From an optimization exercise on the open Yosys and OpenROAD flow, aimed at small area, a short achievable clock period and few clock cycles per item; shortcuts taken in it are not production practice. In this exercise RTL edits were held to simulation tests only and were not proved equivalent to the original. No activity file was given, so power comes from the tool's default toggle rates.

==> 08-17: inputs <==
Design image_to_ascii_level_mapper, start of the top module:
module image_to_ascii_level_mapper (
  input  logic        clk_i,
  input  logic        rst_ni,
  input  logic        in_valid_i,
  output logic        in_ready_o,
  input  logic [7:0]  sample_a_i,
  input  logic [7:0]  sample_b_i,
  input  logic [7:0]  sample_c_i,
  output logic        out_valid_o,
  input  logic        out_ready_i,
  output logic [9:0]  level_o,
  output logic [5:0]  cell_index_o,
  output logic [11:0] band_index_o,
  output logic        row_end_o,
  input  logic        cfg_valid_i,
  output logic        cfg_ready_o,
  input  logic [2:0]  cfg_index_i,
  input  logic [12:0] cfg_data_i
);
clock: 10.0 ns
lec_check: 0
cap_margin: 20
core_margin: 2
core_utilization: 65
cts_buf_list: sky130_fd_sc_hd__clkbuf_4
setup_slack_margin: 5
slew_margin: 20
standard.sh (not shown) runs the stock make flow with config.mk's settings and CLKGATE_MAP_FILE= SYNTH_SCRIPT=/design/flow/synth_recipe.tcl, a recipe that flattens the netlist after the stock synthesis.
==> flow/flow/run.sh <==
#!/bin/bash
# Layout flow: the standard flow (standard.sh, unchanged synthesis), with
# a larger setup repair margin so timing repair works toward a shorter period.
# The clock period and constraints are the design's (constraint.sdc as given).
set -euo pipefail
cd "$(dirname "$0")/.."
MARGIN=5.6
sed "s/SETUP_SLACK_MARGIN=[0-9.]*/SETUP_SLACK_MARGIN=${MARGIN}/" standard.sh > flow/standard_margin.sh
grep -q "SETUP_SLACK_MARGIN=${MARGIN}" flow/standard_margin.sh
bash flow/standard_margin.sh > flow_make.log 2>&1
==> flow/flow/standard_margin.sh <==
#!/bin/bash
# The standard flow's own layout of this design, on the ORFS make targets given (by default finish). After
# finish it leaves the final layout's DEF at /design/flow/out/final.def.
set -euo pipefail
make -C /OpenROAD-flow-scripts/flow DESIGN_CONFIG=/design/flow/config.mk WORK_HOME=/design/flow/orfs CLKGATE_MAP_FILE= SYNTH_SCRIPT=/design/flow/synth_recipe.tcl CAP_MARGIN=20 CORE_MARGIN=2 CORE_UTILIZATION=65 CTS_BUF_LIST=sky130_fd_sc_hd__clkbuf_4 SETUP_SLACK_MARGIN=5.6 SLEW_MARGIN=20 "${@:-finish}"
if [[ -f /design/flow/orfs/results/sky130hd/image_to_ascii_level_mapper/base/6_final.odb ]]; then
  : # left out here: write the final layout as DEF
fi
==> 06-26: changes against 08-17 <==
--- a/flow/design.v
+++ b/flow/design.v
@@ -287,72 +287,70 @@
   wire [11:0]     u_band_q [NU];
   wire            u_rend_q [NU];
   logic [$clog2(NU)-1:0] ld_ptr_q, ld_ptr_d, out_ptr_q, out_ptr_d;
   logic          take, o_v_d;
   logic          dval_q, dval_d;
   logic [15:0]   dkey_q;
-  logic [1:0]    dst_q;                       
-  logic [4:0]    dcnt_q;
-  logic [26:0]   dr_q;
+  logic [2:0]    dst_q;                       
+  logic [2:0]    dcnt_q;
   logic          d_start;
   logic [15:0]   d_want;
   logic          cur_emit;
   logic [15:0]   cur_key;
-  logic [8:0]    d_pp1, d_rp1;
-  logic [9:0]    c255;
-  logic [9:0]    d_s1;
-  logic [10:0]   d_s2;
+  logic [8:0]    d_pp1;
   logic [SW:0]   d2;
-  assign d_q = dr_q[SW-1:0];
-  assign d2  = {d_q, 1'b0};
+  assign d2 = {d_q, 1'b0};
   always_comb begin
     cur_emit = a_v_q ? a_emit_q : (t_emit & ~stale_q);
     cur_key  = a_v_q ? {a_p_q, a_r_q} : {phase_q, rib_q};
     d_want   = cur_emit ? cur_key : {ppc_last, lpb_last};
-    d_start  = (dst_q == 2'd0) & (~dval_q | (dkey_q != d_want)) &
+    d_start  = (dst_q == 3'd0) & ~cfg_wr & (~dval_q | (dkey_q != d_want)) &
                (u_busy_q == '0) & ~emit_now;
     d_pp1    = {1'b0, dkey_q[15:8]} + 9'd1;
-    d_rp1    = {1'b0, d_want[7:0]} + 9'd1;
-    c255     = {comps_c, 8'd0} - {8'd0, comps_c};
-    d_s1     = {1'b0, dr_q[17:9]} + (dr_q[0] ? {1'b0, d_pp1} : 10'd0);
-    d_s2     = {1'b0, dr_q[26:17]} + (dr_q[0] ? {1'b0, c255} : 11'd0);
     dval_d   = dval_q;
     if (cfg_wr || d_start) begin
       dval_d = 1'b0;
-    end else if (dst_q == 2'd2 && dcnt_q == 5'd0) begin
+    end else if (dst_q == 3'd4) begin
       dval_d = 1'b1;
     end
   end
   always_ff @(posedge clk_i or negedge rst_ni) begin
     if (!rst_ni) begin
-      dst_q  <= 2'd0;
+      dst_q  <= 3'd0;
       dval_q <= 1'b0;
     end else begin
       dval_q <= dval_d;
       if (cfg_wr) begin
-        dst_q <= 2'd0;
+        dst_q <= 3'd0;
       end else if (d_start) begin
-        dst_q <= 2'd1;
-      end else if (dst_q == 2'd1) begin
-        if (dcnt_q == 5'd0) dst_q <= 2'd2;
-      end else if (dst_q == 2'd2) begin
-        if (dcnt_q == 5'd0) dst_q <= 2'd0;
+        dst_q <= 3'd1;
+      end else if (dst_q == 3'd1) begin
+        if (dcnt_q == 3'd0) dst_q <= 3'd2;
+      end else if (dst_q == 3'd4) begin
+        dst_q <= 3'd0;
+      end else if (dst_q != 3'd0) begin
+        dst_q <= dst_q + 3'd1;
       end
     end
   end
   always_ff @(posedge clk_i) begin
     if (d_start) begin
       dkey_q <= d_want;
-      dr_q   <= {18'd0, d_rp1};
-      dcnt_q <= 5'd8;
-    end else if (dst_q == 2'd1) begin
-      dr_q[17:0] <= {d_s1, dr_q[8:1]};
-      dcnt_q     <= (dcnt_q == 5'd0) ? 5'd16 : dcnt_q - 5'd1;
-    end else if (dst_q == 2'd2) begin
-      dr_q   <= {d_s2, dr_q[16:1]};
-      dcnt_q <= dcnt_q - 5'd1;
+      d_q    <= '0;
+      dcnt_q <= 3'd7;
+    end else begin
+      unique case (dst_q)
+        3'd1: begin                           
+          d_q    <= {d_q[SW-2:0], 1'b0} + (dkey_q[dcnt_q] ? {17'd0, d_pp1} : '0);
+          dcnt_q <= dcnt_q - 3'd1;
+        end
+        3'd2: d_q <= d_q + {17'd0, d_pp1};    
+        3'd3: d_q <= (comps_c[1] ? {d_q[SW-2:0], 1'b0} : '0) + (comps_c[0] ? d_q : '0);
+        3'd4: d_q <= {d_q[SW-9:0], 8'd0} - d_q;
+        default: ;
+      endcase
     end
   end
   for (genvar i = 0; i < NU; i++) begin : g_unit
     logic [1:0]    k_st_q, st_d;
     logic [3:0]    k_cnt_q;
     logic          k_qb_q;
@@ -360,13 +358,12 @@
     logic [9:0]    k_quo_q;
     logic [5:0]    k_cell_q;
     logic [11:0]   k_band_q;
     logic          k_rend_q;
     logic [SW+1:0] x_a, x_b, s1, k1, s2, k2, t, t1, t2;
     logic [3:0]    qi_ld, qi_st;
-    logic [8:0]    quo_inc;
     assign u_quo_q[i]  = k_quo_q;
     assign u_cell_q[i] = k_cell_q;
     assign u_band_q[i] = k_band_q;
     assign u_rend_q[i] = k_rend_q;
     assign u_load[i]   = emit_now & (ld_ptr_q == i);
     assign u_done[i]   = (k_st_q == ialm_pkg::LU_DONE);
@@ -377,13 +374,12 @@
       s1  = x_a ^ x_b ^ ~{2'd0, d_q};
       k1  = (x_a & x_b) | ((x_a | x_b) & ~{2'd0, d_q});
       t1  = s1 + {k1[SW:0], 1'b1};
       s2  = x_a ^ x_b ^ ~{1'b0, d2};
       k2  = (x_a & x_b) | ((x_a | x_b) & ~{1'b0, d2});
       t2  = s2 + {k2[SW:0], 1'b1};
-      quo_inc = k_quo_q[8:0] + 9'd1;           
       qi_ld = q_msb - 4'd1;
       qi_st = k_cnt_q - 4'd2;
     end
     always_ff @(posedge clk_i or negedge rst_ni) begin
       if (!rst_ni) begin
         k_st_q <= ialm_pkg::LU_IDLE;
@@ -398,31 +394,25 @@
         k_quo_q  <= {9'd0, c_zero & (pal_q != '0)};
         k_cnt_q  <= q_msb;
         k_qb_q   <= pal_q[qi_ld];
         k_cell_q <= a_s_q;
         k_band_q <= a_band_q;
         k_rend_q <= a_rend_q;
-      end else begin
+      end else if (k_st_q == ialm_pkg::LU_STEP) begin
         if (!t2[SW+1]) begin
           k_rem_q <= t2[SW-1:0];
+          k_quo_q <= {k_quo_q[8:0], 1'b0} + 10'd2;
         end else if (!t1[SW+1]) begin
           k_rem_q <= t1[SW-1:0];
+          k_quo_q <= {k_quo_q[8:0], 1'b1};
         end else begin
           k_rem_q <= t[SW-1:0];
+          k_quo_q <= {k_quo_q[8:0], 1'b0};
         end
         k_cnt_q <= k_cnt_q - 4'd1;
         k_qb_q  <= pal_q[qi_st];
-        if (k_st_q == ialm_pkg::LU_STEP) begin
-          if (!t2[SW+1]) begin
-            k_quo_q <= {quo_inc, 1'b0};
-          end else if (!t1[SW+1]) begin
-            k_quo_q <= {k_quo_q[8:0], 1'b1};
-          end else begin
-            k_quo_q <= {k_quo_q[8:0], 1'b0};
-          end
-        end
       end
     end
     always_comb begin
       st_d = k_st_q;
       if (k_st_q == ialm_pkg::LU_STEP && k_cnt_q == 4'd1) st_d = ialm_pkg::LU_DONE;
       if (k_st_q == ialm_pkg::LU_DONE && take && out_ptr_q == i) st_d = ialm_pkg::LU_IDLE;
==> flow/run.sh (new file) <==
#!/bin/bash
# synth_recipe.tcl (not shown) runs the flow's synth.tcl, then flattens the netlist and writes it again
# the make line also repeats each setting of config.mk as NAME=value (left out here)
make -C /OpenROAD-flow-scripts/flow DESIGN_CONFIG=/design/flow/config.mk WORK_HOME=/design/flow/orfs CLKGATE_MAP_FILE= SYNTH_SCRIPT=/design/flow/synth_recipe.tcl finish
CORE_UTILIZATION = 40   (was 65)
CTS_BUF_LIST = default   (was sky130_fd_sc_hd__clkbuf_4)
removed: flow/flow/run.sh
removed: flow/flow/standard_margin.sh
removed: flow/standard.sh
==> notes <==
In sequential power, 06-26 and 08-17 hardly differ. Cell count: 08-17 is smaller than 06-26 (11%). In 08-17 the worst setup slack is higher than in 06-26, by 0.49 ns. First-iteration DRC count: 06-26 is smaller than 08-17 (about 5.6%). Between 06-26 and 08-17, the lower final area is in 08-17 (gap about 4%, measured against 08-17). In 08-17 the non-clock buffer count is higher than in 06-26, by 58. In 06-26 the wire length is higher than in 08-17, by 9.8%. Die area: 08-17 is lower than 06-26 (41%). In 06-26 the synthesized cell count is higher than in 08-17, by about 8%. Against 06-26, the utilization of 08-17 is higher by 29 points.
Testbench counts of 08-17, summed over its fixed seeds: cycles 14,166, items 13,568.
Testbench counts of 06-26, summed over its fixed seeds: cycles 14,166, items 13,568.

## re-timing with driven ports
Ports are ideal in the flow. The routed layouts listed here were re-timed in OpenROAD.
Step 1: set_driving_cell puts a clkbuf_16 on clk_i and a buf_2 on each other input, an assumption about the parent block.
Step 2 times the ports against the registers' clock, not the clock port: input delays grow and output delays shrink by t, the midpoint of the rising clock arrivals with the driver on.
a / b / c = no drivers / after step 1 / after step 2; a / b = the first two.
run	shift t [ns]	setup slack, ns	worst setup path at the end
08-17	1.324	5.619 / 5.619 / 4.767	input to register
06-26	0.906	5.130 / 5.130 / 4.480	input to register
After both steps setup and hold are still met in every run listed. For 08-17, which loses most, drivers alone change the setup slack by 0.000 ns; drivers and shift together by -0.852 ns.
